What follows belongs to an exercise in optimizing a design on an open flow for small area, a short achievable clock period and few clock cycles per item; a production flow would make more cautious choices.
No functional check of the RTL was part of any run shown here.
No activity file was given, so power comes from the tool's default toggle rates.

### flow/run.sh
#!/bin/bash
# synth_recipe.tcl (not shown) runs the flow's synth.tcl, then flattens the netlist and writes it again
# the make line also repeats each setting of config.mk as NAME=value (left out here)
make -C /OpenROAD-flow-scripts/flow DESIGN_CONFIG=/design/flow/config.mk WORK_HOME=/design/flow/orfs CLKGATE_MAP_FILE= SYNTH_SCRIPT=/design/flow/synth_recipe.tcl finish
### flow/config.mk
export PLATFORM = sky130hd
export DESIGN_NAME = radix_string_to_integer_unit
export DESIGN_NICKNAME = radix_string_to_integer_unit
export VERILOG_FILES = /design/flow/design.v
export SDC_FILE = /design/flow/constraint.sdc
export NUM_CORES = 4
export LEC_CHECK = 0
export CAP_MARGIN = 20
export CORE_MARGIN = 2
export CORE_UTILIZATION = 40
export PLACE_DENSITY = 0.6
export SETUP_SLACK_MARGIN = 2.0
export SLEW_MARGIN = 20
### flow/design.v
package rsti_pkg;
    localparam int MAX_DIGITS = 16;
    localparam int IDX_W      = 4;
    localparam int CNT_W      = 5;
    localparam int VAL_W      = 64;
    localparam int LO_W       = 32;
    localparam int Q_DEPTH    = 2;
    localparam int Q_PTR_W    = 1;
    localparam int Q_CNT_W    = 2;
    localparam logic [7:0] CH_MINUS = 8'h2D;
    localparam logic [7:0] CH_PLUS  = 8'h2B;
    localparam logic [7:0] CH_SPACE = 8'h20;
    localparam logic [7:0] CH_LF    = 8'h0A;
    localparam logic [7:0] CH_TAB   = 8'h09;
    localparam logic [7:0] CH_CR    = 8'h0D;
    localparam logic [7:0] CH_VT    = 8'h0B;
    localparam logic [7:0] CH_FF    = 8'h0C;
    localparam logic [7:0] CH_NUL   = 8'h00;
    localparam logic [1:0] REG_RADIX       = 2'd0;
    localparam logic [1:0] REG_DIGIT_COUNT = 2'd1;
    localparam logic [1:0] REG_DIGITS_LOW  = 2'd2;
    localparam logic [1:0] REG_DIGITS_HIGH = 2'd3;
    localparam logic [4:0]  RST_RADIX       = 5'd10;
    localparam logic [4:0]  RST_DIGIT_COUNT = 5'd10;
    localparam logic [63:0] RST_DIGITS_LOW  = 64'h3736_3534_3332_3130;
    localparam logic [63:0] RST_DIGITS_HIGH = 64'h0000_0000_0000_3938;
    typedef enum logic [1:0] {
        PH_WS   = 2'd0,
        PH_SIGN = 2'd1,
        PH_DIG  = 2'd2,
        PH_DONE = 2'd3
    } t_phase;
    typedef struct packed {
        logic             first;
        logic             space;
        logic             minus;
        logic             plus;
        logic             hit;
        logic [3:0]       idx;
    } t_tok;
    function automatic logic [7:0] booth(input logic [4:0] r);
        logic one0, two0, neg0, one1, two1, neg1, one2, two2;
        one0 = r[0];
        two0 = r[1] && !r[0];
        neg0 = r[1];
        one1 = r[1] ^ r[2];
        two1 = (r[3:1] == 3'b011) || (r[3:1] == 3'b100);
        neg1 = r[3] && !(r[2] && r[1]);
        one2 = r[3] ^ r[4];
        two2 = r[3] && r[4];
        booth = {two2, one2, neg1, two1, one1, neg0, two0, one0};
    endfunction
endpackage
module rsti_front (
    input  logic                        i_clk,
    input  logic                        i_rst_n,
    input  logic                        i_valid,
    output logic                        o_ready,
    input  logic [7:0]                  i_ch,
    input  logic                        i_first,
    input  logic [rsti_pkg::CNT_W-1:0]  i_digit_count,
    input  logic [2*rsti_pkg::VAL_W-1:0] i_alphabet,
    output logic                        o_qvalid,
    output rsti_pkg::t_tok              o_qtok,
    input  logic                        i_qpop
);
    rsti_pkg::t_tok                     w_tok;
    rsti_pkg::t_tok                     r_tok;
    logic                               r_tvalid;
    logic [7:0]                         w_entry;
    logic                               w_big;
    always_comb begin
        w_big       = i_digit_count[4];
        w_tok.first = i_first;
        w_tok.space = (i_ch == rsti_pkg::CH_SPACE) || (i_ch == rsti_pkg::CH_LF) ||
                      (i_ch == rsti_pkg::CH_TAB) || (i_ch == rsti_pkg::CH_CR) ||
                      (i_ch == rsti_pkg::CH_VT) || (i_ch == rsti_pkg::CH_FF);
        w_tok.minus = (i_ch == rsti_pkg::CH_MINUS);
        w_tok.plus  = (i_ch == rsti_pkg::CH_PLUS);
        w_tok.hit   = 1'b0;
        w_tok.idx   = '0;
        w_entry     = '0;
        for (int k = rsti_pkg::MAX_DIGITS - 1; k >= 0; k--) begin
            w_entry = i_alphabet[8*k +: 8];
            if ((w_big || (4'(k) < i_digit_count[3:0])) && (w_entry != rsti_pkg::CH_NUL) &&
                (w_entry == i_ch)) begin
                w_tok.hit = 1'b1;
                w_tok.idx = rsti_pkg::IDX_W'(k);
            end
        end
    end
    assign o_ready  = i_qpop;
    assign o_qvalid = r_tvalid;
    assign o_qtok   = r_tok;
    always_ff @(posedge i_clk) begin
        if (i_qpop) begin
            r_tok <= w_tok;
        end
    end
    always_ff @(posedge i_clk) begin
        if (!i_rst_n) begin
            r_tvalid <= 1'b0;
        end else if (i_qpop) begin
            r_tvalid <= i_valid;
        end
    end
endmodule
module rsti_back (
    input  logic                          i_clk,
    input  logic                          i_rst_n,
    input  logic                          i_qvalid,
    input  rsti_pkg::t_tok                i_qtok,
    output logic                          o_qpop,
    input  logic [7:0]                    i_booth,
    input  logic [4:0]                    i_rm1,
    output logic                          o_valid,
    input  logic                          i_ready,
    output logic signed [rsti_pkg::VAL_W-1:0] o_value
);
    localparam int LO_W = rsti_pkg::LO_W;
    localparam int HI_W = rsti_pkg::VAL_W - LO_W;
    rsti_pkg::t_phase               r_phase;
    rsti_pkg::t_phase               n_phase;
    rsti_pkg::t_phase               w_ph;
    logic                           r_par;
    logic                           n_par;
    logic                           w_par;
    logic [LO_W-1:0]                r_lo;
    logic [HI_W-1:0]                r_hi;
    logic [LO_W-1:0]                w_lo_mac;
    logic                           w_lo_c;
    logic [4:0]                     w_lo_ca;
    logic [4:0]                     w_lo_cb;
    logic [4:0]                     w_carry;
    logic [HI_W-1:0]                w_hi_mac;
    logic [5:0]                     w_f;
    logic [LO_W-1:0]                w_lo_ld;
    logic [HI_W-1:0]                w_hi_ld;
    logic [4:0]                     r_ca;
    logic [4:0]                     r_cb;
    logic                           r_c;
    logic                           r_hmac;
    logic                           r_oval;
    logic                           w_run;
    logic                           w_pop;
    logic                           w_pre;
    logic                           w_emit;
    logic                           w_dig;
    logic                           w_rz;
    logic                           w_mac;
    logic                           w_load;
    assign w_run   = !r_oval || i_ready;
    assign w_pop   = i_qvalid && w_run;
    assign o_qpop  = w_run;
    assign o_valid = r_oval;
    assign o_value = {r_hi, r_lo} ^ {rsti_pkg::VAL_W{r_par}};
    always_comb begin
        w_ph   = i_qtok.first ? rsti_pkg::PH_WS : r_phase;
        w_par  = i_qtok.first ? 1'b0 : r_par;
        w_pre  = (w_ph == rsti_pkg::PH_WS) || (w_ph == rsti_pkg::PH_SIGN);
        w_emit = 1'b0;
        w_dig  = 1'b0;
        n_phase = w_ph;
        n_par   = w_par;
        if (w_ph == rsti_pkg::PH_DONE) begin
            n_phase = rsti_pkg::PH_DONE;
        end else if ((w_ph == rsti_pkg::PH_WS) && i_qtok.space) begin
            n_phase = rsti_pkg::PH_WS;
        end else if (w_pre && i_qtok.minus) begin
            n_phase = rsti_pkg::PH_SIGN;
            n_par   = ~w_par;
        end else if (w_pre && i_qtok.plus) begin
            n_phase = rsti_pkg::PH_SIGN;
        end else if (i_qtok.hit) begin
            w_dig   = 1'b1;
            n_phase = rsti_pkg::PH_DIG;
        end else begin
            w_emit  = 1'b1;
            n_phase = rsti_pkg::PH_DONE;
        end
    end
    always_comb begin
        w_rz    = !(i_booth[0] || i_booth[1] || i_booth[3] || i_booth[4] ||
                    i_booth[6] || i_booth[7]);
        w_mac   = w_dig && !i_qtok.first && !w_rz;
        w_load  = i_qtok.first || (w_pre && i_qtok.minus) || (w_dig && w_rz);
        w_f     = 6'(i_qtok.idx) + (r_par ? 6'(i_rm1) : 6'd0);
        if (w_dig) begin
            w_lo_ld = w_par ? {{(LO_W-4){i_qtok.idx == '0}}, i_qtok.idx - 4'd1}
                            : LO_W'(i_qtok.idx);
            w_hi_ld = {HI_W{w_par && (i_qtok.idx == '0)}};
        end else begin
            w_lo_ld = {LO_W{n_par}};
            w_hi_ld = {HI_W{n_par}};
        end
    end
    rsti_mac_lo u_mac_lo (
        .i_v (r_lo),
        .i_b (i_booth),
        .i_f (w_f),
        .o_y (w_lo_mac),
        .o_c (w_lo_c),
        .o_ca (w_lo_ca),
        .o_cb (w_lo_cb)
    );
    assign w_carry = r_ca + r_cb + 5'(r_c);
    rsti_mac_hi u_mac_hi (
        .i_v (r_hi),
        .i_b (i_booth),
        .i_c (w_carry),
        .o_y (w_hi_mac)
    );
    always_ff @(posedge i_clk) begin
        if (w_pop && w_load) begin
            r_lo <= w_lo_ld;
        end else if (w_pop && w_mac) begin
            r_lo <= w_lo_mac;
        end
        if (w_pop && w_mac) begin
            r_ca <= w_lo_ca;
            r_cb <= w_lo_cb;
            r_c  <= w_lo_c;
        end
        if (w_pop && w_load) begin
            r_hi <= w_hi_ld;
        end else if (w_run && r_hmac) begin
            r_hi <= w_hi_mac;
        end
    end
    always_ff @(posedge i_clk) begin
        if (!i_rst_n) begin
            r_phase <= rsti_pkg::PH_DONE;
            r_par   <= 1'b0;
            r_oval  <= 1'b0;
            r_hmac  <= 1'b0;
        end else begin
            if (w_pop && w_emit) begin
                r_oval <= 1'b1;
            end else if (i_ready) begin
                r_oval <= 1'b0;
            end
            if (w_pop) begin
                r_phase <= n_phase;
                r_par   <= n_par;
            end
            if (w_run) begin
                r_hmac <= w_pop && w_mac;
            end
        end
    end
endmodule
module rsti_mac_lo (
    input  logic [31:0] i_v,
    input  logic [7:0] i_b,
    input  logic [5:0] i_f,
    output logic [31:0] o_y,
    output logic o_c,
    output logic [4:0] o_ca,
    output logic [4:0] o_cb
);
    logic t0;
    logic t1;
    logic t2;
    logic t3;
    logic t4;
    logic t5;
    logic t6;
    logic t7;
    logic t8;
    logic t9;
    logic t10;
    logic t11;
    logic t12;
    logic t13;
    logic t14;
    logic t15;
    logic t16;
    logic t17;
    logic t18;
    logic t19;
    logic t20;
    logic t21;
    logic t22;
    logic t23;
    logic t24;
    logic t25;
    logic t26;
    logic t27;
    logic t28;
    logic t29;
    logic t30;
    logic t31;
    logic t32;
    logic t33;
    logic t34;
    logic t35;
    logic t36;
    logic t37;
    logic t38;
    logic t39;
    logic t40;
    logic t41;
    logic t42;
    logic t43;
    logic t44;
    logic t45;
    logic t46;
    logic t47;
    logic t48;
    logic t49;
    logic t50;
    logic t51;
    logic t52;
    logic t53;
    logic t54;
    logic t55;
    logic t56;
    logic t57;
    logic t58;
    logic t59;
    logic t60;
    logic t61;
    logic t62;
    logic t63;
    logic t64;
    logic t65;
    logic t66;
    logic t67;
    logic t68;
    logic t69;
    logic t70;
    logic t71;
    logic t72;
    logic t73;
    logic t74;
    logic t75;
    logic t76;
    logic t77;
    logic t78;
    logic t79;
    logic t80;
    logic t81;
    logic t82;
    logic t83;
    logic t84;
    logic t85;
    logic t86;
    logic t87;
    logic t88;
    logic t89;
    logic t90;
    logic t91;
    logic t92;
    logic t93;
    logic t94;
    logic t95;
    logic t96;
    logic t97;
    logic t98;
    logic t99;
    logic t100;
    logic t101;
    logic t102;
    logic t103;
    logic t104;
    logic t105;
    logic t106;
    logic t107;
    logic t108;
    logic t109;
    logic t110;
    logic t111;
    logic t112;
    logic t113;
    logic t114;
    logic t115;
    logic t116;
    logic t117;
    logic t118;
    logic t119;
    logic t120;
    logic t121;
    logic t122;
    logic t123;
    logic t124;
    logic t125;
    logic t126;
    logic t127;
    logic t128;
    logic t129;
    logic t130;
    logic t131;
    logic t132;
    logic t133;
    logic t134;
    logic t135;
    logic t136;
    logic t137;
    logic t138;
    logic t139;
    logic t140;
    logic t141;
    logic t142;
    logic t143;
    logic t144;
    logic t145;
    logic t146;
    logic t147;
    logic t148;
    logic t149;
    logic t150;
    logic t151;
    logic t152;
    logic t153;
    logic t154;
    logic t155;
    logic t156;
    logic t157;
    logic t158;
    logic t159;
    logic t160;
    logic t161;
    logic t162;
    logic t163;
    logic t164;
    logic t165;
    logic t166;
    logic t167;
    logic t168;
    logic t169;
    logic t170;
    logic t171;
    logic t172;
    logic t173;
    logic t174;
    logic t175;
    logic t176;
    logic t177;
    logic t178;
    logic t179;
    logic t180;
    logic t181;
    logic t182;
    logic t183;
    logic t184;
    logic t185;
    logic t186;
    logic t187;
    logic t188;
    logic t189;
    logic t190;
    logic t191;
    logic t192;
    logic t193;
    logic t194;
    logic t195;
    logic t196;
    logic t197;
    logic t198;
    logic t199;
    logic t200;
    logic t201;
    logic t202;
    logic t203;
    logic t204;
    logic t205;
    logic t206;
    logic t207;
    logic t208;
    logic t209;
    logic t210;
    logic t211;
    logic t212;
    logic t213;
    logic t214;
    logic t215;
    logic t216;
    logic t217;
    logic t218;
    logic t219;
    logic t220;
    logic t221;
    logic t222;
    logic t223;
    logic t224;
    logic t225;
    logic t226;
    logic t227;
    logic t228;
    logic t229;
    logic t230;
    logic t231;
    logic t232;
    logic t233;
    logic t234;
    logic t235;
    logic t236;
    logic t237;
    logic t238;
    logic t239;
    logic t240;
    logic t241;
    logic t242;
    assign t0 = ((i_b[0] & i_v[0])) ^ i_b[2];
    assign t1 = ((i_b[0] & i_v[1]) | (i_b[1] & i_v[0])) ^ i_b[2];
    assign t2 = ((i_b[0] & i_v[2]) | (i_b[1] & i_v[1])) ^ i_b[2];
    assign t3 = ((i_b[0] & i_v[3]) | (i_b[1] & i_v[2])) ^ i_b[2];
    assign t4 = ((i_b[0] & i_v[4]) | (i_b[1] & i_v[3])) ^ i_b[2];
    assign t5 = ((i_b[0] & i_v[5]) | (i_b[1] & i_v[4])) ^ i_b[2];
    assign t6 = ((i_b[0] & i_v[6]) | (i_b[1] & i_v[5])) ^ i_b[2];
    assign t7 = ((i_b[0] & i_v[7]) | (i_b[1] & i_v[6])) ^ i_b[2];
    assign t8 = ((i_b[0] & i_v[8]) | (i_b[1] & i_v[7])) ^ i_b[2];
    assign t9 = ((i_b[0] & i_v[9]) | (i_b[1] & i_v[8])) ^ i_b[2];
    assign t10 = ((i_b[0] & i_v[10]) | (i_b[1] & i_v[9])) ^ i_b[2];
    assign t11 = ((i_b[0] & i_v[11]) | (i_b[1] & i_v[10])) ^ i_b[2];
    assign t12 = ((i_b[0] & i_v[12]) | (i_b[1] & i_v[11])) ^ i_b[2];
    assign t13 = ((i_b[0] & i_v[13]) | (i_b[1] & i_v[12])) ^ i_b[2];
    assign t14 = ((i_b[0] & i_v[14]) | (i_b[1] & i_v[13])) ^ i_b[2];
    assign t15 = ((i_b[0] & i_v[15]) | (i_b[1] & i_v[14])) ^ i_b[2];
    assign t16 = ((i_b[0] & i_v[16]) | (i_b[1] & i_v[15])) ^ i_b[2];
    assign t17 = ((i_b[0] & i_v[17]) | (i_b[1] & i_v[16])) ^ i_b[2];
    assign t18 = ((i_b[0] & i_v[18]) | (i_b[1] & i_v[17])) ^ i_b[2];
    assign t19 = ((i_b[0] & i_v[19]) | (i_b[1] & i_v[18])) ^ i_b[2];
    assign t20 = ((i_b[0] & i_v[20]) | (i_b[1] & i_v[19])) ^ i_b[2];
    assign t21 = ((i_b[0] & i_v[21]) | (i_b[1] & i_v[20])) ^ i_b[2];
    assign t22 = ((i_b[0] & i_v[22]) | (i_b[1] & i_v[21])) ^ i_b[2];
    assign t23 = ((i_b[0] & i_v[23]) | (i_b[1] & i_v[22])) ^ i_b[2];
    assign t24 = ((i_b[0] & i_v[24]) | (i_b[1] & i_v[23])) ^ i_b[2];
    assign t25 = ((i_b[0] & i_v[25]) | (i_b[1] & i_v[24])) ^ i_b[2];
    assign t26 = ((i_b[0] & i_v[26]) | (i_b[1] & i_v[25])) ^ i_b[2];
    assign t27 = ((i_b[0] & i_v[27]) | (i_b[1] & i_v[26])) ^ i_b[2];
    assign t28 = ((i_b[0] & i_v[28]) | (i_b[1] & i_v[27])) ^ i_b[2];
    assign t29 = ((i_b[0] & i_v[29]) | (i_b[1] & i_v[28])) ^ i_b[2];
    assign t30 = ((i_b[0] & i_v[30]) | (i_b[1] & i_v[29])) ^ i_b[2];
    assign t31 = ((i_b[0] & i_v[31]) | (i_b[1] & i_v[30])) ^ i_b[2];
    assign t32 = ((i_b[1] & i_v[31])) ^ i_b[2];
    assign t33 = ((i_b[3] & i_v[0])) ^ i_b[5];
    assign t34 = ((i_b[3] & i_v[1]) | (i_b[4] & i_v[0])) ^ i_b[5];
    assign t35 = ((i_b[3] & i_v[2]) | (i_b[4] & i_v[1])) ^ i_b[5];
    assign t36 = ((i_b[3] & i_v[3]) | (i_b[4] & i_v[2])) ^ i_b[5];
    assign t37 = ((i_b[3] & i_v[4]) | (i_b[4] & i_v[3])) ^ i_b[5];
    assign t38 = ((i_b[3] & i_v[5]) | (i_b[4] & i_v[4])) ^ i_b[5];
    assign t39 = ((i_b[3] & i_v[6]) | (i_b[4] & i_v[5])) ^ i_b[5];
    assign t40 = ((i_b[3] & i_v[7]) | (i_b[4] & i_v[6])) ^ i_b[5];
    assign t41 = ((i_b[3] & i_v[8]) | (i_b[4] & i_v[7])) ^ i_b[5];
    assign t42 = ((i_b[3] & i_v[9]) | (i_b[4] & i_v[8])) ^ i_b[5];
    assign t43 = ((i_b[3] & i_v[10]) | (i_b[4] & i_v[9])) ^ i_b[5];
    assign t44 = ((i_b[3] & i_v[11]) | (i_b[4] & i_v[10])) ^ i_b[5];
    assign t45 = ((i_b[3] & i_v[12]) | (i_b[4] & i_v[11])) ^ i_b[5];
    assign t46 = ((i_b[3] & i_v[13]) | (i_b[4] & i_v[12])) ^ i_b[5];
    assign t47 = ((i_b[3] & i_v[14]) | (i_b[4] & i_v[13])) ^ i_b[5];
    assign t48 = ((i_b[3] & i_v[15]) | (i_b[4] & i_v[14])) ^ i_b[5];
    assign t49 = ((i_b[3] & i_v[16]) | (i_b[4] & i_v[15])) ^ i_b[5];
    assign t50 = ((i_b[3] & i_v[17]) | (i_b[4] & i_v[16])) ^ i_b[5];
    assign t51 = ((i_b[3] & i_v[18]) | (i_b[4] & i_v[17])) ^ i_b[5];
    assign t52 = ((i_b[3] & i_v[19]) | (i_b[4] & i_v[18])) ^ i_b[5];
    assign t53 = ((i_b[3] & i_v[20]) | (i_b[4] & i_v[19])) ^ i_b[5];
    assign t54 = ((i_b[3] & i_v[21]) | (i_b[4] & i_v[20])) ^ i_b[5];
    assign t55 = ((i_b[3] & i_v[22]) | (i_b[4] & i_v[21])) ^ i_b[5];
    assign t56 = ((i_b[3] & i_v[23]) | (i_b[4] & i_v[22])) ^ i_b[5];
    assign t57 = ((i_b[3] & i_v[24]) | (i_b[4] & i_v[23])) ^ i_b[5];
    assign t58 = ((i_b[3] & i_v[25]) | (i_b[4] & i_v[24])) ^ i_b[5];
    assign t59 = ((i_b[3] & i_v[26]) | (i_b[4] & i_v[25])) ^ i_b[5];
    assign t60 = ((i_b[3] & i_v[27]) | (i_b[4] & i_v[26])) ^ i_b[5];
    assign t61 = ((i_b[3] & i_v[28]) | (i_b[4] & i_v[27])) ^ i_b[5];
    assign t62 = ((i_b[3] & i_v[29]) | (i_b[4] & i_v[28])) ^ i_b[5];
    assign t63 = ((i_b[3] & i_v[30]) | (i_b[4] & i_v[29])) ^ i_b[5];
    assign t64 = ((i_b[3] & i_v[31]) | (i_b[4] & i_v[30])) ^ i_b[5];
    assign t65 = ((i_b[4] & i_v[31])) ^ i_b[5];
    assign t66 = (i_b[6] & i_v[0]);
    assign t67 = (i_b[6] & i_v[1]) | (i_b[7] & i_v[0]);
    assign t68 = (i_b[6] & i_v[2]) | (i_b[7] & i_v[1]);
    assign t69 = (i_b[6] & i_v[3]) | (i_b[7] & i_v[2]);
    assign t70 = (i_b[6] & i_v[4]) | (i_b[7] & i_v[3]);
    assign t71 = (i_b[6] & i_v[5]) | (i_b[7] & i_v[4]);
    assign t72 = (i_b[6] & i_v[6]) | (i_b[7] & i_v[5]);
    assign t73 = (i_b[6] & i_v[7]) | (i_b[7] & i_v[6]);
    assign t74 = (i_b[6] & i_v[8]) | (i_b[7] & i_v[7]);
    assign t75 = (i_b[6] & i_v[9]) | (i_b[7] & i_v[8]);
    assign t76 = (i_b[6] & i_v[10]) | (i_b[7] & i_v[9]);
    assign t77 = (i_b[6] & i_v[11]) | (i_b[7] & i_v[10]);
    assign t78 = (i_b[6] & i_v[12]) | (i_b[7] & i_v[11]);
    assign t79 = (i_b[6] & i_v[13]) | (i_b[7] & i_v[12]);
    assign t80 = (i_b[6] & i_v[14]) | (i_b[7] & i_v[13]);
    assign t81 = (i_b[6] & i_v[15]) | (i_b[7] & i_v[14]);
    assign t82 = (i_b[6] & i_v[16]) | (i_b[7] & i_v[15]);
    assign t83 = (i_b[6] & i_v[17]) | (i_b[7] & i_v[16]);
    assign t84 = (i_b[6] & i_v[18]) | (i_b[7] & i_v[17]);
    assign t85 = (i_b[6] & i_v[19]) | (i_b[7] & i_v[18]);
    assign t86 = (i_b[6] & i_v[20]) | (i_b[7] & i_v[19]);
    assign t87 = (i_b[6] & i_v[21]) | (i_b[7] & i_v[20]);
    assign t88 = (i_b[6] & i_v[22]) | (i_b[7] & i_v[21]);
    assign t89 = (i_b[6] & i_v[23]) | (i_b[7] & i_v[22]);
    assign t90 = (i_b[6] & i_v[24]) | (i_b[7] & i_v[23]);
    assign t91 = (i_b[6] & i_v[25]) | (i_b[7] & i_v[24]);
    assign t92 = (i_b[6] & i_v[26]) | (i_b[7] & i_v[25]);
    assign t93 = (i_b[6] & i_v[27]) | (i_b[7] & i_v[26]);
    assign t94 = (i_b[6] & i_v[28]) | (i_b[7] & i_v[27]);
    assign t95 = (i_b[6] & i_v[29]) | (i_b[7] & i_v[28]);
    assign t96 = (i_b[6] & i_v[30]) | (i_b[7] & i_v[29]);
    assign t97 = (i_b[6] & i_v[31]) | (i_b[7] & i_v[30]);
    assign t98 = (i_b[7] & i_v[31]);
    assign t99 = t2 ^ t33;
    assign t100 = t2 & t33;
    assign t101 = t3 ^ t34;
    assign t102 = t3 & t34;
    assign t103 = t4 ^ t35 ^ t66;
    assign t104 = (t4 & t35) | (t4 & t66) | (t35 & t66);
    assign t105 = t5 ^ t36 ^ t67;
    assign t106 = (t5 & t36) | (t5 & t67) | (t36 & t67);
    assign t107 = t6 ^ t37;
    assign t108 = t6 & t37;
    assign t109 = t7 ^ t38;
    assign t110 = t7 & t38;
    assign t111 = t8 ^ t39;
    assign t112 = t8 & t39;
    assign t113 = t9 ^ t40;
    assign t114 = t9 & t40;
    assign t115 = t10 ^ t41;
    assign t116 = t10 & t41;
    assign t117 = t11 ^ t42;
    assign t118 = t11 & t42;
    assign t119 = t12 ^ t43;
    assign t120 = t12 & t43;
    assign t121 = t13 ^ t44;
    assign t122 = t13 & t44;
    assign t123 = t14 ^ t45;
    assign t124 = t14 & t45;
    assign t125 = t15 ^ t46;
    assign t126 = t15 & t46;
    assign t127 = t16 ^ t47;
    assign t128 = t16 & t47;
    assign t129 = t17 ^ t48;
    assign t130 = t17 & t48;
    assign t131 = t18 ^ t49;
    assign t132 = t18 & t49;
    assign t133 = t19 ^ t50;
    assign t134 = t19 & t50;
    assign t135 = t20 ^ t51;
    assign t136 = t20 & t51;
    assign t137 = t21 ^ t52;
    assign t138 = t21 & t52;
    assign t139 = t22 ^ t53;
    assign t140 = t22 & t53;
    assign t141 = t23 ^ t54;
    assign t142 = t23 & t54;
    assign t143 = t24 ^ t55;
    assign t144 = t24 & t55;
    assign t145 = t25 ^ t56;
    assign t146 = t25 & t56;
    assign t147 = t26 ^ t57;
    assign t148 = t26 & t57;
    assign t149 = t27 ^ t58;
    assign t150 = t27 & t58;
    assign t151 = t28 ^ t59;
    assign t152 = t28 & t59;
    assign t153 = t29 ^ t60;
    assign t154 = t29 & t60;
    assign t155 = t30 ^ t61;
    assign t156 = t30 & t61;
    assign t157 = t31 ^ t62;
    assign t158 = t31 & t62;
    assign t159 = t32 ^ t63;
    assign t160 = t32 & t63;
    assign t161 = i_b[2] ^ t64;
    assign t162 = i_b[2] & t64;
    assign t163 = i_b[2] ^ t65;
    assign t164 = i_b[2] & t65;
    assign t165 = i_b[2] ^ i_b[5];
    assign t166 = i_b[2] & i_b[5];
    assign t167 = i_b[2] ^ i_b[5];
    assign t168 = i_b[2] & i_b[5];
    assign t169 = t0 ^ i_b[2];
    assign t170 = t0 & i_b[2];
    assign t171 = t1 ^ i_f[1];
    assign t172 = t1 & i_f[1];
    assign t173 = t99 ^ i_b[5] ^ i_f[2];
    assign t174 = (t99 & i_b[5]) | (t99 & i_f[2]) | (i_b[5] & i_f[2]);
    assign t175 = t100 ^ t101 ^ i_f[3];
    assign t176 = (t100 & t101) | (t100 & i_f[3]) | (t101 & i_f[3]);
    assign t177 = t102 ^ t103 ^ i_f[4];
    assign t178 = (t102 & t103) | (t102 & i_f[4]) | (t103 & i_f[4]);
    assign t179 = t104 ^ t105 ^ i_f[5];
    assign t180 = (t104 & t105) | (t104 & i_f[5]) | (t105 & i_f[5]);
    assign t181 = t106 ^ t107 ^ t68;
    assign t182 = (t106 & t107) | (t106 & t68) | (t107 & t68);
    assign t183 = t108 ^ t109 ^ t69;
    assign t184 = (t108 & t109) | (t108 & t69) | (t109 & t69);
    assign t185 = t110 ^ t111 ^ t70;
    assign t186 = (t110 & t111) | (t110 & t70) | (t111 & t70);
    assign t187 = t112 ^ t113 ^ t71;
    assign t188 = (t112 & t113) | (t112 & t71) | (t113 & t71);
    assign t189 = t114 ^ t115 ^ t72;
    assign t190 = (t114 & t115) | (t114 & t72) | (t115 & t72);
    assign t191 = t116 ^ t117 ^ t73;
    assign t192 = (t116 & t117) | (t116 & t73) | (t117 & t73);
    assign t193 = t118 ^ t119 ^ t74;
    assign t194 = (t118 & t119) | (t118 & t74) | (t119 & t74);
    assign t195 = t120 ^ t121 ^ t75;
    assign t196 = (t120 & t121) | (t120 & t75) | (t121 & t75);
    assign t197 = t122 ^ t123 ^ t76;
    assign t198 = (t122 & t123) | (t122 & t76) | (t123 & t76);
    assign t199 = t124 ^ t125 ^ t77;
    assign t200 = (t124 & t125) | (t124 & t77) | (t125 & t77);
    assign t201 = t126 ^ t127 ^ t78;
    assign t202 = (t126 & t127) | (t126 & t78) | (t127 & t78);
    assign t203 = t128 ^ t129 ^ t79;
    assign t204 = (t128 & t129) | (t128 & t79) | (t129 & t79);
    assign t205 = t130 ^ t131 ^ t80;
    assign t206 = (t130 & t131) | (t130 & t80) | (t131 & t80);
    assign t207 = t132 ^ t133 ^ t81;
    assign t208 = (t132 & t133) | (t132 & t81) | (t133 & t81);
    assign t209 = t134 ^ t135 ^ t82;
    assign t210 = (t134 & t135) | (t134 & t82) | (t135 & t82);
    assign t211 = t136 ^ t137 ^ t83;
    assign t212 = (t136 & t137) | (t136 & t83) | (t137 & t83);
    assign t213 = t138 ^ t139 ^ t84;
    assign t214 = (t138 & t139) | (t138 & t84) | (t139 & t84);
    assign t215 = t140 ^ t141 ^ t85;
    assign t216 = (t140 & t141) | (t140 & t85) | (t141 & t85);
    assign t217 = t142 ^ t143 ^ t86;
    assign t218 = (t142 & t143) | (t142 & t86) | (t143 & t86);
    assign t219 = t144 ^ t145 ^ t87;
    assign t220 = (t144 & t145) | (t144 & t87) | (t145 & t87);
    assign t221 = t146 ^ t147 ^ t88;
    assign t222 = (t146 & t147) | (t146 & t88) | (t147 & t88);
    assign t223 = t148 ^ t149 ^ t89;
    assign t224 = (t148 & t149) | (t148 & t89) | (t149 & t89);
    assign t225 = t150 ^ t151 ^ t90;
    assign t226 = (t150 & t151) | (t150 & t90) | (t151 & t90);
    assign t227 = t152 ^ t153 ^ t91;
    assign t228 = (t152 & t153) | (t152 & t91) | (t153 & t91);
    assign t229 = t154 ^ t155 ^ t92;
    assign t230 = (t154 & t155) | (t154 & t92) | (t155 & t92);
    assign t231 = t156 ^ t157 ^ t93;
    assign t232 = (t156 & t157) | (t156 & t93) | (t157 & t93);
    assign t233 = t158 ^ t159 ^ t94;
    assign t234 = (t158 & t159) | (t158 & t94) | (t159 & t94);
    assign t235 = t160 ^ t161 ^ t95;
    assign t236 = (t160 & t161) | (t160 & t95) | (t161 & t95);
    assign t237 = t162 ^ t163 ^ t96;
    assign t238 = (t162 & t163) | (t162 & t96) | (t163 & t96);
    assign t239 = t164 ^ t165 ^ t97;
    assign t240 = (t164 & t165) | (t164 & t97) | (t165 & t97);
    assign t241 = t166 ^ t167 ^ t98;
    assign t242 = (t166 & t167) | (t166 & t98) | (t167 & t98);
    assign {o_c, o_y} = {1'b0, t230, t228, t226, t224, t222, t220, t218, t216, t214, t212, t210, t208, t206, t204, t202, t200, t198, t196, t194, t192, t190, t188, t186, t184, t182, t180, t178, t176, t174, t172, t170, t169} + {1'b0, t231, t229, t227, t225, t223, t221, t219, t217, t215, t213, t211, t209, t207, t205, t203, t201, t199, t197, t195, t193, t191, t189, t187, t185, t183, t181, t179, t177, t175, t173, t171, i_f[0]};
    assign o_ca = {t240, t238, t236, t234, t232};
    assign o_cb = {t241, t239, t237, t235, t233};
endmodule
module rsti_mac_hi (
    input  logic [31:0] i_v,
    input  logic [7:0] i_b,
    input  logic [4:0] i_c,
    output logic [31:0] o_y
);
    logic t0;
    logic t1;
    logic t2;
    logic t3;
    logic t4;
    logic t5;
    logic t6;
    logic t7;
    logic t8;
    logic t9;
    logic t10;
    logic t11;
    logic t12;
    logic t13;
    logic t14;
    logic t15;
    logic t16;
    logic t17;
    logic t18;
    logic t19;
    logic t20;
    logic t21;
    logic t22;
    logic t23;
    logic t24;
    logic t25;
    logic t26;
    logic t27;
    logic t28;
    logic t29;
    logic t30;
    logic t31;
    logic t32;
    logic t33;
    logic t34;
    logic t35;
    logic t36;
    logic t37;
    logic t38;
    logic t39;
    logic t40;
    logic t41;
    logic t42;
    logic t43;
    logic t44;
    logic t45;
    logic t46;
    logic t47;
    logic t48;
    logic t49;
    logic t50;
    logic t51;
    logic t52;
    logic t53;
    logic t54;
    logic t55;
    logic t56;
    logic t57;
    logic t58;
    logic t59;
    logic t60;
    logic t61;
    logic t62;
    logic t63;
    logic t64;
    logic t65;
    logic t66;
    logic t67;
    logic t68;
    logic t69;
    logic t70;
    logic t71;
    logic t72;
    logic t73;
    logic t74;
    logic t75;
    logic t76;
    logic t77;
    logic t78;
    logic t79;
    logic t80;
    logic t81;
    logic t82;
    logic t83;
    logic t84;
    logic t85;
    logic t86;
    logic t87;
    logic t88;
    logic t89;
    logic t90;
    logic t91;
    logic t92;
    logic t93;
    logic t94;
    logic t95;
    logic t96;
    logic t97;
    logic t98;
    logic t99;
    logic t100;
    logic t101;
    logic t102;
    logic t103;
    logic t104;
    logic t105;
    logic t106;
    logic t107;
    logic t108;
    logic t109;
    logic t110;
    logic t111;
    logic t112;
    logic t113;
    logic t114;
    logic t115;
    logic t116;
    logic t117;
    logic t118;
    logic t119;
    logic t120;
    logic t121;
    logic t122;
    logic t123;
    logic t124;
    logic t125;
    logic t126;
    logic t127;
    logic t128;
    logic t129;
    logic t130;
    logic t131;
    logic t132;
    logic t133;
    logic t134;
    logic t135;
    logic t136;
    logic t137;
    logic t138;
    logic t139;
    logic t140;
    logic t141;
    logic t142;
    logic t143;
    logic t144;
    logic t145;
    logic t146;
    logic t147;
    logic t148;
    logic t149;
    logic t150;
    logic t151;
    logic t152;
    logic t153;
    logic t154;
    logic t155;
    logic t156;
    logic t157;
    logic t158;
    logic t159;
    logic t160;
    logic t161;
    logic t162;
    logic t163;
    logic t164;
    logic t165;
    logic t166;
    logic t167;
    logic t168;
    logic t169;
    logic t170;
    logic t171;
    logic t172;
    logic t173;
    logic t174;
    logic t175;
    logic t176;
    logic t177;
    logic t178;
    logic t179;
    logic t180;
    logic t181;
    logic t182;
    logic t183;
    logic t184;
    logic t185;
    logic t186;
    logic t187;
    logic t188;
    logic t189;
    logic t190;
    logic t191;
    logic t192;
    logic t193;
    logic t194;
    logic t195;
    logic t196;
    logic t197;
    logic t198;
    logic t199;
    logic t200;
    logic t201;
    logic t202;
    logic t203;
    logic t204;
    logic t205;
    logic t206;
    logic t207;
    logic t208;
    logic t209;
    logic t210;
    logic t211;
    logic t212;
    logic t213;
    assign t0 = ((i_b[0] & i_v[0])) ^ i_b[2];
    assign t1 = ((i_b[0] & i_v[1]) | (i_b[1] & i_v[0])) ^ i_b[2];
    assign t2 = ((i_b[0] & i_v[2]) | (i_b[1] & i_v[1])) ^ i_b[2];
    assign t3 = ((i_b[0] & i_v[3]) | (i_b[1] & i_v[2])) ^ i_b[2];
    assign t4 = ((i_b[0] & i_v[4]) | (i_b[1] & i_v[3])) ^ i_b[2];
    assign t5 = ((i_b[0] & i_v[5]) | (i_b[1] & i_v[4])) ^ i_b[2];
    assign t6 = ((i_b[0] & i_v[6]) | (i_b[1] & i_v[5])) ^ i_b[2];
    assign t7 = ((i_b[0] & i_v[7]) | (i_b[1] & i_v[6])) ^ i_b[2];
    assign t8 = ((i_b[0] & i_v[8]) | (i_b[1] & i_v[7])) ^ i_b[2];
    assign t9 = ((i_b[0] & i_v[9]) | (i_b[1] & i_v[8])) ^ i_b[2];
    assign t10 = ((i_b[0] & i_v[10]) | (i_b[1] & i_v[9])) ^ i_b[2];
    assign t11 = ((i_b[0] & i_v[11]) | (i_b[1] & i_v[10])) ^ i_b[2];
    assign t12 = ((i_b[0] & i_v[12]) | (i_b[1] & i_v[11])) ^ i_b[2];
    assign t13 = ((i_b[0] & i_v[13]) | (i_b[1] & i_v[12])) ^ i_b[2];
    assign t14 = ((i_b[0] & i_v[14]) | (i_b[1] & i_v[13])) ^ i_b[2];
    assign t15 = ((i_b[0] & i_v[15]) | (i_b[1] & i_v[14])) ^ i_b[2];
    assign t16 = ((i_b[0] & i_v[16]) | (i_b[1] & i_v[15])) ^ i_b[2];
    assign t17 = ((i_b[0] & i_v[17]) | (i_b[1] & i_v[16])) ^ i_b[2];
    assign t18 = ((i_b[0] & i_v[18]) | (i_b[1] & i_v[17])) ^ i_b[2];
    assign t19 = ((i_b[0] & i_v[19]) | (i_b[1] & i_v[18])) ^ i_b[2];
    assign t20 = ((i_b[0] & i_v[20]) | (i_b[1] & i_v[19])) ^ i_b[2];
    assign t21 = ((i_b[0] & i_v[21]) | (i_b[1] & i_v[20])) ^ i_b[2];
    assign t22 = ((i_b[0] & i_v[22]) | (i_b[1] & i_v[21])) ^ i_b[2];
    assign t23 = ((i_b[0] & i_v[23]) | (i_b[1] & i_v[22])) ^ i_b[2];
    assign t24 = ((i_b[0] & i_v[24]) | (i_b[1] & i_v[23])) ^ i_b[2];
    assign t25 = ((i_b[0] & i_v[25]) | (i_b[1] & i_v[24])) ^ i_b[2];
    assign t26 = ((i_b[0] & i_v[26]) | (i_b[1] & i_v[25])) ^ i_b[2];
    assign t27 = ((i_b[0] & i_v[27]) | (i_b[1] & i_v[26])) ^ i_b[2];
    assign t28 = ((i_b[0] & i_v[28]) | (i_b[1] & i_v[27])) ^ i_b[2];
    assign t29 = ((i_b[0] & i_v[29]) | (i_b[1] & i_v[28])) ^ i_b[2];
    assign t30 = ((i_b[0] & i_v[30]) | (i_b[1] & i_v[29])) ^ i_b[2];
    assign t31 = ((i_b[0] & i_v[31]) | (i_b[1] & i_v[30])) ^ i_b[2];
    assign t32 = ((i_b[3] & i_v[0])) ^ i_b[5];
    assign t33 = ((i_b[3] & i_v[1]) | (i_b[4] & i_v[0])) ^ i_b[5];
    assign t34 = ((i_b[3] & i_v[2]) | (i_b[4] & i_v[1])) ^ i_b[5];
    assign t35 = ((i_b[3] & i_v[3]) | (i_b[4] & i_v[2])) ^ i_b[5];
    assign t36 = ((i_b[3] & i_v[4]) | (i_b[4] & i_v[3])) ^ i_b[5];
    assign t37 = ((i_b[3] & i_v[5]) | (i_b[4] & i_v[4])) ^ i_b[5];
    assign t38 = ((i_b[3] & i_v[6]) | (i_b[4] & i_v[5])) ^ i_b[5];
    assign t39 = ((i_b[3] & i_v[7]) | (i_b[4] & i_v[6])) ^ i_b[5];
    assign t40 = ((i_b[3] & i_v[8]) | (i_b[4] & i_v[7])) ^ i_b[5];
    assign t41 = ((i_b[3] & i_v[9]) | (i_b[4] & i_v[8])) ^ i_b[5];
    assign t42 = ((i_b[3] & i_v[10]) | (i_b[4] & i_v[9])) ^ i_b[5];
    assign t43 = ((i_b[3] & i_v[11]) | (i_b[4] & i_v[10])) ^ i_b[5];
    assign t44 = ((i_b[3] & i_v[12]) | (i_b[4] & i_v[11])) ^ i_b[5];
    assign t45 = ((i_b[3] & i_v[13]) | (i_b[4] & i_v[12])) ^ i_b[5];
    assign t46 = ((i_b[3] & i_v[14]) | (i_b[4] & i_v[13])) ^ i_b[5];
    assign t47 = ((i_b[3] & i_v[15]) | (i_b[4] & i_v[14])) ^ i_b[5];
    assign t48 = ((i_b[3] & i_v[16]) | (i_b[4] & i_v[15])) ^ i_b[5];
    assign t49 = ((i_b[3] & i_v[17]) | (i_b[4] & i_v[16])) ^ i_b[5];
    assign t50 = ((i_b[3] & i_v[18]) | (i_b[4] & i_v[17])) ^ i_b[5];
    assign t51 = ((i_b[3] & i_v[19]) | (i_b[4] & i_v[18])) ^ i_b[5];
    assign t52 = ((i_b[3] & i_v[20]) | (i_b[4] & i_v[19])) ^ i_b[5];
    assign t53 = ((i_b[3] & i_v[21]) | (i_b[4] & i_v[20])) ^ i_b[5];
    assign t54 = ((i_b[3] & i_v[22]) | (i_b[4] & i_v[21])) ^ i_b[5];
    assign t55 = ((i_b[3] & i_v[23]) | (i_b[4] & i_v[22])) ^ i_b[5];
    assign t56 = ((i_b[3] & i_v[24]) | (i_b[4] & i_v[23])) ^ i_b[5];
    assign t57 = ((i_b[3] & i_v[25]) | (i_b[4] & i_v[24])) ^ i_b[5];
    assign t58 = ((i_b[3] & i_v[26]) | (i_b[4] & i_v[25])) ^ i_b[5];
    assign t59 = ((i_b[3] & i_v[27]) | (i_b[4] & i_v[26])) ^ i_b[5];
    assign t60 = ((i_b[3] & i_v[28]) | (i_b[4] & i_v[27])) ^ i_b[5];
    assign t61 = ((i_b[3] & i_v[29]) | (i_b[4] & i_v[28])) ^ i_b[5];
    assign t62 = (i_b[6] & i_v[0]);
    assign t63 = (i_b[6] & i_v[1]) | (i_b[7] & i_v[0]);
    assign t64 = (i_b[6] & i_v[2]) | (i_b[7] & i_v[1]);
    assign t65 = (i_b[6] & i_v[3]) | (i_b[7] & i_v[2]);
    assign t66 = (i_b[6] & i_v[4]) | (i_b[7] & i_v[3]);
    assign t67 = (i_b[6] & i_v[5]) | (i_b[7] & i_v[4]);
    assign t68 = (i_b[6] & i_v[6]) | (i_b[7] & i_v[5]);
    assign t69 = (i_b[6] & i_v[7]) | (i_b[7] & i_v[6]);
    assign t70 = (i_b[6] & i_v[8]) | (i_b[7] & i_v[7]);
    assign t71 = (i_b[6] & i_v[9]) | (i_b[7] & i_v[8]);
    assign t72 = (i_b[6] & i_v[10]) | (i_b[7] & i_v[9]);
    assign t73 = (i_b[6] & i_v[11]) | (i_b[7] & i_v[10]);
    assign t74 = (i_b[6] & i_v[12]) | (i_b[7] & i_v[11]);
    assign t75 = (i_b[6] & i_v[13]) | (i_b[7] & i_v[12]);
    assign t76 = (i_b[6] & i_v[14]) | (i_b[7] & i_v[13]);
    assign t77 = (i_b[6] & i_v[15]) | (i_b[7] & i_v[14]);
    assign t78 = (i_b[6] & i_v[16]) | (i_b[7] & i_v[15]);
    assign t79 = (i_b[6] & i_v[17]) | (i_b[7] & i_v[16]);
    assign t80 = (i_b[6] & i_v[18]) | (i_b[7] & i_v[17]);
    assign t81 = (i_b[6] & i_v[19]) | (i_b[7] & i_v[18]);
    assign t82 = (i_b[6] & i_v[20]) | (i_b[7] & i_v[19]);
    assign t83 = (i_b[6] & i_v[21]) | (i_b[7] & i_v[20]);
    assign t84 = (i_b[6] & i_v[22]) | (i_b[7] & i_v[21]);
    assign t85 = (i_b[6] & i_v[23]) | (i_b[7] & i_v[22]);
    assign t86 = (i_b[6] & i_v[24]) | (i_b[7] & i_v[23]);
    assign t87 = (i_b[6] & i_v[25]) | (i_b[7] & i_v[24]);
    assign t88 = (i_b[6] & i_v[26]) | (i_b[7] & i_v[25]);
    assign t89 = (i_b[6] & i_v[27]) | (i_b[7] & i_v[26]);
    assign t90 = t2 ^ t32;
    assign t91 = t2 & t32;
    assign t92 = t3 ^ t33;
    assign t93 = t3 & t33;
    assign t94 = t4 ^ t34 ^ t62;
    assign t95 = (t4 & t34) | (t4 & t62) | (t34 & t62);
    assign t96 = t5 ^ t35;
    assign t97 = t5 & t35;
    assign t98 = t6 ^ t36;
    assign t99 = t6 & t36;
    assign t100 = t7 ^ t37;
    assign t101 = t7 & t37;
    assign t102 = t8 ^ t38;
    assign t103 = t8 & t38;
    assign t104 = t9 ^ t39;
    assign t105 = t9 & t39;
    assign t106 = t10 ^ t40;
    assign t107 = t10 & t40;
    assign t108 = t11 ^ t41;
    assign t109 = t11 & t41;
    assign t110 = t12 ^ t42;
    assign t111 = t12 & t42;
    assign t112 = t13 ^ t43;
    assign t113 = t13 & t43;
    assign t114 = t14 ^ t44;
    assign t115 = t14 & t44;
    assign t116 = t15 ^ t45;
    assign t117 = t15 & t45;
    assign t118 = t16 ^ t46;
    assign t119 = t16 & t46;
    assign t120 = t17 ^ t47;
    assign t121 = t17 & t47;
    assign t122 = t18 ^ t48;
    assign t123 = t18 & t48;
    assign t124 = t19 ^ t49;
    assign t125 = t19 & t49;
    assign t126 = t20 ^ t50;
    assign t127 = t20 & t50;
    assign t128 = t21 ^ t51;
    assign t129 = t21 & t51;
    assign t130 = t22 ^ t52;
    assign t131 = t22 & t52;
    assign t132 = t23 ^ t53;
    assign t133 = t23 & t53;
    assign t134 = t24 ^ t54;
    assign t135 = t24 & t54;
    assign t136 = t25 ^ t55;
    assign t137 = t25 & t55;
    assign t138 = t26 ^ t56;
    assign t139 = t26 & t56;
    assign t140 = t27 ^ t57;
    assign t141 = t27 & t57;
    assign t142 = t28 ^ t58;
    assign t143 = t28 & t58;
    assign t144 = t29 ^ t59;
    assign t145 = t29 & t59;
    assign t146 = t30 ^ t60;
    assign t147 = t30 & t60;
    assign t148 = t31 ^ t61;
    assign t149 = t31 & t61;
    assign t150 = t0 ^ i_b[2];
    assign t151 = t0 & i_b[2];
    assign t152 = t1 ^ i_c[1];
    assign t153 = t1 & i_c[1];
    assign t154 = t90 ^ i_b[5] ^ i_c[2];
    assign t155 = (t90 & i_b[5]) | (t90 & i_c[2]) | (i_b[5] & i_c[2]);
    assign t156 = t91 ^ t92 ^ i_c[3];
    assign t157 = (t91 & t92) | (t91 & i_c[3]) | (t92 & i_c[3]);
    assign t158 = t93 ^ t94 ^ i_c[4];
    assign t159 = (t93 & t94) | (t93 & i_c[4]) | (t94 & i_c[4]);
    assign t160 = t95 ^ t96 ^ t63;
    assign t161 = (t95 & t96) | (t95 & t63) | (t96 & t63);
    assign t162 = t97 ^ t98 ^ t64;
    assign t163 = (t97 & t98) | (t97 & t64) | (t98 & t64);
    assign t164 = t99 ^ t100 ^ t65;
    assign t165 = (t99 & t100) | (t99 & t65) | (t100 & t65);
    assign t166 = t101 ^ t102 ^ t66;
    assign t167 = (t101 & t102) | (t101 & t66) | (t102 & t66);
    assign t168 = t103 ^ t104 ^ t67;
    assign t169 = (t103 & t104) | (t103 & t67) | (t104 & t67);
    assign t170 = t105 ^ t106 ^ t68;
    assign t171 = (t105 & t106) | (t105 & t68) | (t106 & t68);
    assign t172 = t107 ^ t108 ^ t69;
    assign t173 = (t107 & t108) | (t107 & t69) | (t108 & t69);
    assign t174 = t109 ^ t110 ^ t70;
    assign t175 = (t109 & t110) | (t109 & t70) | (t110 & t70);
    assign t176 = t111 ^ t112 ^ t71;
    assign t177 = (t111 & t112) | (t111 & t71) | (t112 & t71);
    assign t178 = t113 ^ t114 ^ t72;
    assign t179 = (t113 & t114) | (t113 & t72) | (t114 & t72);
    assign t180 = t115 ^ t116 ^ t73;
    assign t181 = (t115 & t116) | (t115 & t73) | (t116 & t73);
    assign t182 = t117 ^ t118 ^ t74;
    assign t183 = (t117 & t118) | (t117 & t74) | (t118 & t74);
    assign t184 = t119 ^ t120 ^ t75;
    assign t185 = (t119 & t120) | (t119 & t75) | (t120 & t75);
    assign t186 = t121 ^ t122 ^ t76;
    assign t187 = (t121 & t122) | (t121 & t76) | (t122 & t76);
    assign t188 = t123 ^ t124 ^ t77;
    assign t189 = (t123 & t124) | (t123 & t77) | (t124 & t77);
    assign t190 = t125 ^ t126 ^ t78;
    assign t191 = (t125 & t126) | (t125 & t78) | (t126 & t78);
    assign t192 = t127 ^ t128 ^ t79;
    assign t193 = (t127 & t128) | (t127 & t79) | (t128 & t79);
    assign t194 = t129 ^ t130 ^ t80;
    assign t195 = (t129 & t130) | (t129 & t80) | (t130 & t80);
    assign t196 = t131 ^ t132 ^ t81;
    assign t197 = (t131 & t132) | (t131 & t81) | (t132 & t81);
    assign t198 = t133 ^ t134 ^ t82;
    assign t199 = (t133 & t134) | (t133 & t82) | (t134 & t82);
    assign t200 = t135 ^ t136 ^ t83;
    assign t201 = (t135 & t136) | (t135 & t83) | (t136 & t83);
    assign t202 = t137 ^ t138 ^ t84;
    assign t203 = (t137 & t138) | (t137 & t84) | (t138 & t84);
    assign t204 = t139 ^ t140 ^ t85;
    assign t205 = (t139 & t140) | (t139 & t85) | (t140 & t85);
    assign t206 = t141 ^ t142 ^ t86;
    assign t207 = (t141 & t142) | (t141 & t86) | (t142 & t86);
    assign t208 = t143 ^ t144 ^ t87;
    assign t209 = (t143 & t144) | (t143 & t87) | (t144 & t87);
    assign t210 = t145 ^ t146 ^ t88;
    assign t211 = (t145 & t146) | (t145 & t88) | (t146 & t88);
    assign t212 = t147 ^ t148 ^ t89;
    assign t213 = (t147 & t148) | (t147 & t89) | (t148 & t89);
    assign o_y = {t211, t209, t207, t205, t203, t201, t199, t197, t195, t193, t191, t189, t187, t185, t183, t181, t179, t177, t175, t173, t171, t169, t167, t165, t163, t161, t159, t157, t155, t153, t151, t150} + {t212, t210, t208, t206, t204, t202, t200, t198, t196, t194, t192, t190, t188, t186, t184, t182, t180, t178, t176, t174, t172, t170, t168, t166, t164, t162, t160, t158, t156, t154, t152, i_c[0]};
endmodule
module radix_string_to_integer_unit (
    input  logic                              i_clk,
    input  logic                              i_rst_n,
    input  logic                              i_valid,
    output logic                              o_ready,
    input  logic [7:0]                        i_ch,
    input  logic                              i_first,
    output logic                              o_valid,
    input  logic                              i_ready,
    output logic signed [rsti_pkg::VAL_W-1:0] o_value,
    input  logic                              i_cfg_we,
    input  logic [1:0]                        i_cfg_idx,
    input  logic [rsti_pkg::VAL_W-1:0]        i_cfg_data
);
    logic [7:0]                  r_booth;
    logic [4:0]                  r_rm1;
    logic [rsti_pkg::CNT_W-1:0]  r_digit_count;
    logic [rsti_pkg::VAL_W-1:0]  r_digits_low;
    logic [rsti_pkg::VAL_W-1:0]  r_digits_high;
    logic                        w_qvalid;
    rsti_pkg::t_tok              w_qtok;
    logic                        w_qpop;
    always_ff @(posedge i_clk) begin
        if (!i_rst_n) begin
            r_booth       <= rsti_pkg::booth(rsti_pkg::RST_RADIX);
            r_rm1         <= rsti_pkg::RST_RADIX - 5'd1;
            r_digit_count <= rsti_pkg::RST_DIGIT_COUNT;
            r_digits_low  <= rsti_pkg::RST_DIGITS_LOW;
            r_digits_high <= rsti_pkg::RST_DIGITS_HIGH;
        end else if (i_cfg_we) begin
            case (i_cfg_idx)
                rsti_pkg::REG_RADIX: begin
                    r_booth <= rsti_pkg::booth(i_cfg_data[4:0]);
                    r_rm1   <= i_cfg_data[4:0] - 5'd1;
                end
                rsti_pkg::REG_DIGIT_COUNT: r_digit_count <= i_cfg_data[4:0];
                rsti_pkg::REG_DIGITS_LOW:  r_digits_low  <= i_cfg_data;
                rsti_pkg::REG_DIGITS_HIGH: r_digits_high <= i_cfg_data;
                default: begin
                end
            endcase
        end
    end
    rsti_front u_front (
        .i_clk         (i_clk),
        .i_rst_n       (i_rst_n),
        .i_valid       (i_valid),
        .o_ready       (o_ready),
        .i_ch          (i_ch),
        .i_first       (i_first),
        .i_digit_count (r_digit_count),
        .i_alphabet    ({r_digits_high, r_digits_low}),
        .o_qvalid      (w_qvalid),
        .o_qtok        (w_qtok),
        .i_qpop        (w_qpop)
    );
    rsti_back u_back (
        .i_clk    (i_clk),
        .i_rst_n  (i_rst_n),
        .i_qvalid (w_qvalid),
        .i_qtok   (w_qtok),
        .o_qpop   (w_qpop),
        .i_booth  (r_booth),
        .i_rm1    (r_rm1),
        .o_valid  (o_valid),
        .i_ready  (i_ready),
        .o_value  (o_value)
    );
endmodule
### flow/constraint.sdc
create_clock -name core_clock -period 6.5 [get_ports {i_clk}]
set_input_delay 1.3000 -clock core_clock [delete_from_list [all_inputs] [get_ports {i_clk}]]
set_output_delay 1.3000 -clock core_clock [all_outputs]
set_load 0.01 [all_outputs]
==> results.py, run 1 <==
metrics = {
    "timing": {
        "rsz0062_at_grt": "yes",
        "fin_crit_sh": 0.6734,
        "finalCriticalPeriod_ns": 4.377,
        "slew_headroom": 0.2645,
        "setup_ws_ns": 2.123,
        "timing.fmax_mhz": 228.5,
        "tns_ns": 0,
        "setup_viol": 0,
        "hold_viol_final": 0,
        "clock_skew_ns": 0.02834,
        "worst_pin_slew_ns": 1.099,
        "drv_slew": 0,
    },
    "global_route": {
        "track_usage": 0.2195,
        "grt_pass1_vias": 17190,
        "antenna_found_initial": 1,
        "grt_max_degree": 78,
        "overflow": 0,
        "grt_pass1_wl_um": 93620,
    },
    "setup_path": {
        "cp_cell_sequence": "and2_1, ha_1, inv_1, fa_2, inv_1, ha_1, fa_2, a21o_1, a21o_1, a211oi_2, o21ai_4, a21o_4, a2111oi_4, o21bai_2, and4b_1, or3_1",
        "cp_slowest_stage_delay_ns": 0.54,
        "arrival_ns": 4.69,
        "start_kind": "flop",
        "crit_buf_inv": 2,
        "rrSetupSlack_ns": 2.12,
        "path_class": "flop to flop",
        "r2r_cells": 16,
        "critPathMaxFanout": 5,
        "cp.depth": 16,
        "endpoint_kind": "flop",
        "slowest_stage": "fa_2",
        "required_ns": 6.81,
        "critPathTopFamily": "compound AO/OA/AOI/OAI gates",
    },
    "flow_run": {
        "maxCapViolations": 0,
    },
    "placement": {
        "hpwl_um": 40530,
        "port_buffers": 145,
        "gp_congestion": 0.8476,
        "dpl-instance-area_sq_um": 21970,
        "dp_slack_ns": 1.295,
    },
    "clocking": {
        "h-tree-depth": 1,
        "cts_buffer_depth": 3,
        "numCtsBuffers": 29,
        "cts_tree": "done",
        "clkSinkCount": 236,
        "path_clk_slew_ns": 0.06,
        "clock-root-buffer": "clkbuf_16",
        "clk_latency_ns": 0.59,
    },
    "finish": {
        "area_growth_pct": 18.78,
        "antenna_cells": 0,
        "multi_input_area_sq_um": 13930,
        "nNetsFinal": 2660,
        "design_area_sq_um": 23950,
        "num-fill-cells": 4761,
        "regArea_sq_um": 5597,
        "layout-drive-gt1-share": 0.1011,
    },
    "routing": {
        "drtIter0Drc": 1072,
        "vias": 17270,
        "antenna_left": 0,
        "wl_per_cell_um": 19.44,
        "routed_wl_um": 59610,
        "first_pass_iters": 5,
        "viasPerCell": 5.631,
        "drcViolationCount": 0,
    },
    "min_path": {
        "hold_path.class": "flop to flop",
        "hold_path_depth": 2,
    },
    "die": {
        "num_rows": 82,
        "core-area_sq_um": 49970,
        "start_util": 0.4036,
        "die_y_um": 228.5,
        "die_w_um": 228.5,
        "pin_count": 146,
        "dieArea_sq_um": 52230,
    },
    "synthesis": {
        "async_flop_share": 0,
        "synthTopCellsByArea": "dfxtp_1 15%, edfxtp_1 13%, xnor2_1 8.9%, ha_1 8.6%, xor2_1 7.3%",
        "syn-instance-count": 2300,
        "syn_nets": 2589,
        "synth-main-ff-cell": "dfxtp_1",
        "ys_seq_area_frac": 0.2760,
        "syn_area_sq_um": 20170,
        "synth_top_area_cell": "dfxtp_1",
        "ys_ff_latch": 236,
        "synth.most_common_cell": "nand2_1",
        "syn_area_per_cell_sq_um": 8.768,
        "synth_top_area_share": 0.1509,
        "yosys_warnings": 3,
        "yosys.cell_types.count": 83,
        "yosys-top-cells-count": "327 x nand2_1, 204 x xnor2_1, 170 x clkbuf_1, 169 x xor2_1, 152 x dfxtp_1",
        "synth_edf_count": 84,
    },
    "outcome": {
        "status": "complete, no violations",
    },
    "pwr": {
        "leakage_nw": 9.721,
        "power.density_nw_per_um2": 684.2,
        "peakVddDrop_mv": 0.3899,
    },
}
## state kept, by name, summed over array words and instances (netlist names), 2 cells and up
name and flops:
r_digits_high 64, r_digits_low 64, u_back.r_hi 32, u_back.r_lo 32
u_front.r_tok 9, r_booth 8, r_digit_count 5, r_rm1 5
u_back.r_ca 5, u_back.r_cb 5, u_back.r_phase 2
## area by class of cell
type	instances	share of cell area
repair buffers	245	0.09773
inverters	56	0.008828
well taps	672	0.03510
clock buffers	38	0.03578
flip-flops and latches	236	0.2337
clock inverters	16	0.007522
multi-input cells	1803	0.5814
## timing repair
action                                  in CTS  in global routing
hold buffers                                 0                  0
endpoints found under the setup margin      37                 26
gates resized for setup                     31                 51
pin swaps                                   13                 22
buffers inserted                            25                 40
## logic make-up after synthesis
| family | after synthesis | share of synthesized area |
|---|---|---|
| DFF | 236 | 0.2760 |
| adders and majority gates | 209 | 0.1557 |
| and+or+nand+nor | 600 | 0.1359 |
| buffers and inverters | 261 | 0.05007 |
| AOI/OAI and AO/OA | 616 | 0.2178 |
| muxes | 5 | 0.002482 |
| xor gates and xnor gates | 373 | 0.1620 |
## metrics by stage
stage | power, mW | instances | util | hold slack, ns
2_1_floorplan | 11.21 | 2300 | - | 0.4470
3_3_place_gp | 13.49 | 2947 | 0.4396 | 0.4653
3_5_place_dp | 13.69 | 2947 | 0.4396 | 0.4749
4_1_cts | 15.79 | 3026 | 0.4689 | 0.4851
5_1_grt | 17.86 | 3066 | 0.4794 | 0.5113
6_report | 16.39 | 3066 | 0.4794 | 0.4834
## tightest hold or removal path, stage by stage (launching register included)
cell,delay [ns]
dfxtp_1,0.32
nand2_1,0.05
o311ai_0,0.08
## power by group
| group | switching [mW] | internal (mW) | total (mW) |
|---|---|---|---|
| combinational | 6.22 | 5.64 | 11.9 |
| sequential | 0.473 | 2.31 | 2.79 |
| clock | 0.693 | 1.05 | 1.75 |
| total | 7.39 | 9.00 | 16.4 |
## layout by cell type, fill, tap and decap left out, drive strengths merged, types with 84 or more instances in the layout
| cell | count |
|---|---|
| a21boi | 98 |
| a21oi | 88 |
| a22oi | 127 |
| buf | 101 |
| clkdlybuf4s50 | 144 |
| dfxtp | 152 |
| edfxtp | 84 |
| ha | 139 |
| nand2 | 327 |
| o21ai | 96 |
| xnor2 | 204 |
| xor2 | 169 |
## layer usage
metal,share of wire,vias up,track usage
met4,0.027,0,0.06944
met1,0.43,8398,0.2754
met3,0.054,110,0.03393
met5,0,-,0
met2,0.49,516,0.3854
li1,-,8242,-
## path summary, 6_finish.rpt
kind	from	end
worst max register to register	u_back.r_par	u_back.r_lo[30]
worst min-delay path	r_rm1[3]	r_rm1[3]
worst min register to register	r_rm1[3]	r_rm1[3]
worst max-delay path	u_back.r_par	u_back.r_lo[30]
==> inputs of run 2 (changes only) <==
--- a/flow/config.mk
+++ b/flow/config.mk
@@ -9,5 +9,5 @@
 export CORE_MARGIN = 2
 export CORE_UTILIZATION = 40
 export PLACE_DENSITY = 0.6
-export SETUP_SLACK_MARGIN = 2.0
+export SETUP_SLACK_MARGIN = 1.5
 export SLEW_MARGIN = 20
==> run 2 against run 1 <==
Die area did not move. Worst setup slack worse by 0.43 ns. Clock-buffer cell count rose by 7. Clock power is 7% lower. Via count shrank 1.6%. Sequential cell count stayed put. Clock skew is 0.0070 ns lower. Hold slack better by 0.0075 ns. Final area is 4.2% lower. Core utilization decreased by 2.0 points. Sequential power hardly changed. Final cell count is 2.2% lower. Largest cell class unchanged. Largest power group unchanged. Highest routed layer unchanged.
==> results.py, run 2 <==
metrics = {
    "global_route": {
        "grt_max_degree": 112,
        "track_usage": 0.2107,
        "grt_pass1_wl_um": 90690,
        "grt_pass1_vias": 16960,
        "antenna_found_initial": 0,
        "overflow": 0,
    },
    "die": {
        "dieArea_sq_um": 52230,
        "pin_count": 146,
        "die_w_um": 228.5,
        "die_y_um": 228.5,
        "num_rows": 82,
        "core-area_sq_um": 49970,
        "start_util": 0.4036,
    },
    "synthesis": {
        "syn_area_sq_um": 20170,
        "synth_edf_count": 84,
        "synth_top_area_cell": "dfxtp_1",
        "syn_area_per_cell_sq_um": 8.768,
        "ys_seq_area_frac": 0.2760,
        "synth_top_area_share": 0.1509,
        "yosys-top-cells-count": "327 x nand2_1, 204 x xnor2_1, 170 x clkbuf_1, 169 x xor2_1, 152 x dfxtp_1",
        "yosys.cell_types.count": 83,
        "synthTopCellsByArea": "dfxtp_1 15%, edfxtp_1 13%, xnor2_1 8.9%, ha_1 8.6%, xor2_1 7.3%",
        "syn-instance-count": 2300,
        "syn_nets": 2589,
        "async_flop_share": 0,
        "synth-main-ff-cell": "dfxtp_1",
        "yosys_warnings": 3,
        "ys_ff_latch": 236,
        "synth.most_common_cell": "nand2_1",
    },
    "min_path": {
        "hold_path.class": "flop to flop",
        "whs_endpoint": "r_digits_low[27]",
        "min_from": "r_digits_low[27]",
        "hold_path_depth": 2,
    },
    "pwr": {
        "comb_power_share": 0.713,
        "power_switching_mw": 6.967,
        "clkPwrFrac": 0.105,
        "peakVddDrop_mv": 0.3204,
        "total_power_mw": 15.41,
        "p_seq_frac": 0.182,
        "p_int_mw": 8.446,
        "p_sw_frac": 0.4520,
        "power.density_nw_per_um2": 671.4,
        "leakage_nw": 9.276,
    },
    "clocking": {
        "cts_buffer_depth": 3,
        "clkSinkCount": 236,
        "path_clk_slew_ns": 0.07,
        "numCtsBuffers": 28,
        "cts_hold_buf": 0,
        "cts_tree": "done",
        "clk_latency_ns": 0.57,
        "clock-root-buffer": "clkbuf_16",
        "h-tree-depth": 1,
    },
    "setup_path": {
        "timing.rr.start": "r_booth[6]",
        "rrSetupSlack_ns": 1.70,
        "r2r_cells": 14,
        "startpoint": "r_booth[6]",
        "cp_slowest_stage_delay_ns": 1.02,
        "endpoint_kind": "flop",
        "slowest_stage": "dfxtp_2",
        "start_kind": "flop",
        "cp_cell_sequence": "nand2_1, fa_1, fa_1, inv_1, ha_1, a21o_1, and3_1, a211oi_1, a31o_2, a31oi_1, a311o_1, a31oi_1, xor2_1, o21ai_0",
        "critPathMaxFanout": 42,
        "path_class": "flop to flop",
        "arrival_ns": 5.08,
        "required_ns": 6.77,
        "r2r-end": "u_back.r_lo[31]",
    },
    "finish": {
        "fin_cells": 3000,
        "nNetsFinal": 2595,
        "final_common_cell": "nand2_1",
        "area_growth_pct": 13.84,
        "final_cell_mix": "326 x nand2_1, 204 x xnor2_1, 169 x xor2_1",
        "multi_input_area_sq_um": 13630,
        "layout-drive-gt1-share": 0.05369,
        "reg.largest.list": "r_digits_high: 64 flops, r_digits_low: 64 flops",
        "num-fill-cells": 4861,
        "regArea_sq_um": 5594,
        "antenna_cells": 0,
    },
    "timing": {
        "hold_viol_final": 0,
        "finalCriticalPeriod_ns": 4.804,
        "clock_skew_ns": 0.02133,
        "fin_crit_sh": 0.7391,
        "worst_pin_slew_ns": 1.048,
        "setup_ws_ns": 1.696,
        "slew_headroom": 0.3015,
        "rsz0062_at_grt": "yes",
        "drv_slew": 0,
        "timing.fmax_mhz": 208.2,
        "fin_hold_ws_ns": 0.4909,
        "setup_viol": 0,
        "tns_ns": 0,
    },
    "routing": {
        "wl_per_cell_um": 18.86,
        "drcViolationCount": 0,
        "wl_met1_um": 24690,
        "antenna_left": 0,
        "first_pass_iters": 5,
        "routed_wl_um": 56570,
        "top_layer": "met4",
        "drtIter0Drc": 1069,
        "wl_met3_um": 2951,
        "viasPerCell": 5.663,
        "route.met2.wl_um": 27940,
        "vias": 16990,
    },
    "placement": {
        "dp.cells": 2945,
        "dp_slack_ns": 1.464,
        "gp_congestion": 0.8408,
        "port_buffers": 145,
        "hpwl_um": 40150,
    },
    "flow_run": {
        "maxCapViolations": 0,
    },
    "outcome": {
        "status": "complete, no violations",
    },
}
-- run 2: cell counts after synthesis --
Identical to the previous run, type by type.
-- run 2: worst max path at each step --
stage / end / slack (ns)
after floorplan: u_back.r_lo[30] / 1.64
after global placement: u_back.r_lo[31] / 1.52
after detailed placement: u_back.r_lo[31] / 1.46
after CTS: u_back.r_lo[31] / 1.51
after global routing: u_back.r_hi[28] / 1.45
final: u_back.r_lo[31] / 1.70
-- run 2: stage by stage --
| step | area [sq um] | utilization |
|---|---|---|
| after detailed placement | 21950 | 0.4393 |
| after global routing | 22960 | 0.4594 |
| after CTS | 22910 | 0.4585 |
| after global placement | 21950 | 0.4393 |
| final | 22960 | 0.4594 |
| after floorplan | 20170 | - |
-- run 2: kinds of logic (layout without fill, tap and decap cells) --
kind of cell    after synthesis  after routing  synth area share
flops                       236            236            0.2760
xor+xnor                    373            373            0.1620
fa+ha+maj                   209            209            0.1557
simple gates                600            600            0.1359
compound gates              616            616            0.2178
mux                           5              5          0.002482
buf+inv                     261            289           0.05007
-- run 2: power by group through the flow --
stage / Sequential (mW) / Clock [mW] / Combinational, mW
2_1_floorplan: 2.39 / 0 / 8.82
3_3_place_gp: 2.83 / 0 / 10.7
3_5_place_dp: 2.83 / 0 / 10.9
4_1_cts: 2.80 / 1.66 / 11.0
5_1_grt: 2.84 / 1.72 / 12.3
6_report: 2.81 / 1.62 / 11.0
-- run 2: critical path, delay by kind of cell (launching register included) --
family	cells	cell delay, ns
flops	1	1.02
compound gates	7	1.70
simple gates	2	0.34
fa+ha+maj	3	1.24
buf+inv	1	0.05
xor+xnor	1	0.15
-- run 2: area by class of cell --
class | count | area share
Inverter | 56 | 0.009320
Multi-Input combinational cell | 1803 | 0.5936
Sequential cell | 236 | 0.2437
Tap cell | 672 | 0.03663
Timing Repair Buffer | 181 | 0.07522
Clock buffer | 45 | 0.03821
Clock inverter | 7 | 0.003325
-- run 2: what timing repair did --
item	CTS	global route
resized for setup	1	5
endpoints found under the setup margin	5	23
setup buffers	0	3
-- run 2: metal layers --
| layer | track usage | vias to the layer above |
|---|---|---|
| li1 | - | 8108 |
| met1 | 0.2667 | 8335 |
| met2 | 0.3772 | 482 |
| met3 | 0.02819 | 65 |
| met4 | 0.05188 | 0 |
| met5 | 0 | - |

==> port drivers added, routing unchanged <==
The results above use ideal ports. As a check the final layouts listed here were re-extracted and re-timed, cells and wires unchanged.
Step 1 sets driving cells, clkbuf_16 on the clock port and buf_2 on the other inputs (assumed; they add their load-dependent delay and slew).
Step 2 times the ports against the registers' clock, not the clock port: input delays grow and output delays shrink by t, the midpoint of the rising clock arrivals with the driver on.
a / b / c = no drivers / after step 1 / after step 2; a / b = the first two.
| run | shift t [ns] | setup WS [ns] |
|---|---|---|
| run 1 | 0.636 | 2.123 / 2.123 / 1.749 |
| run 2 | 0.618 | 1.696 / 1.696 / 1.696 |
After both steps every run listed still meets setup and hold.
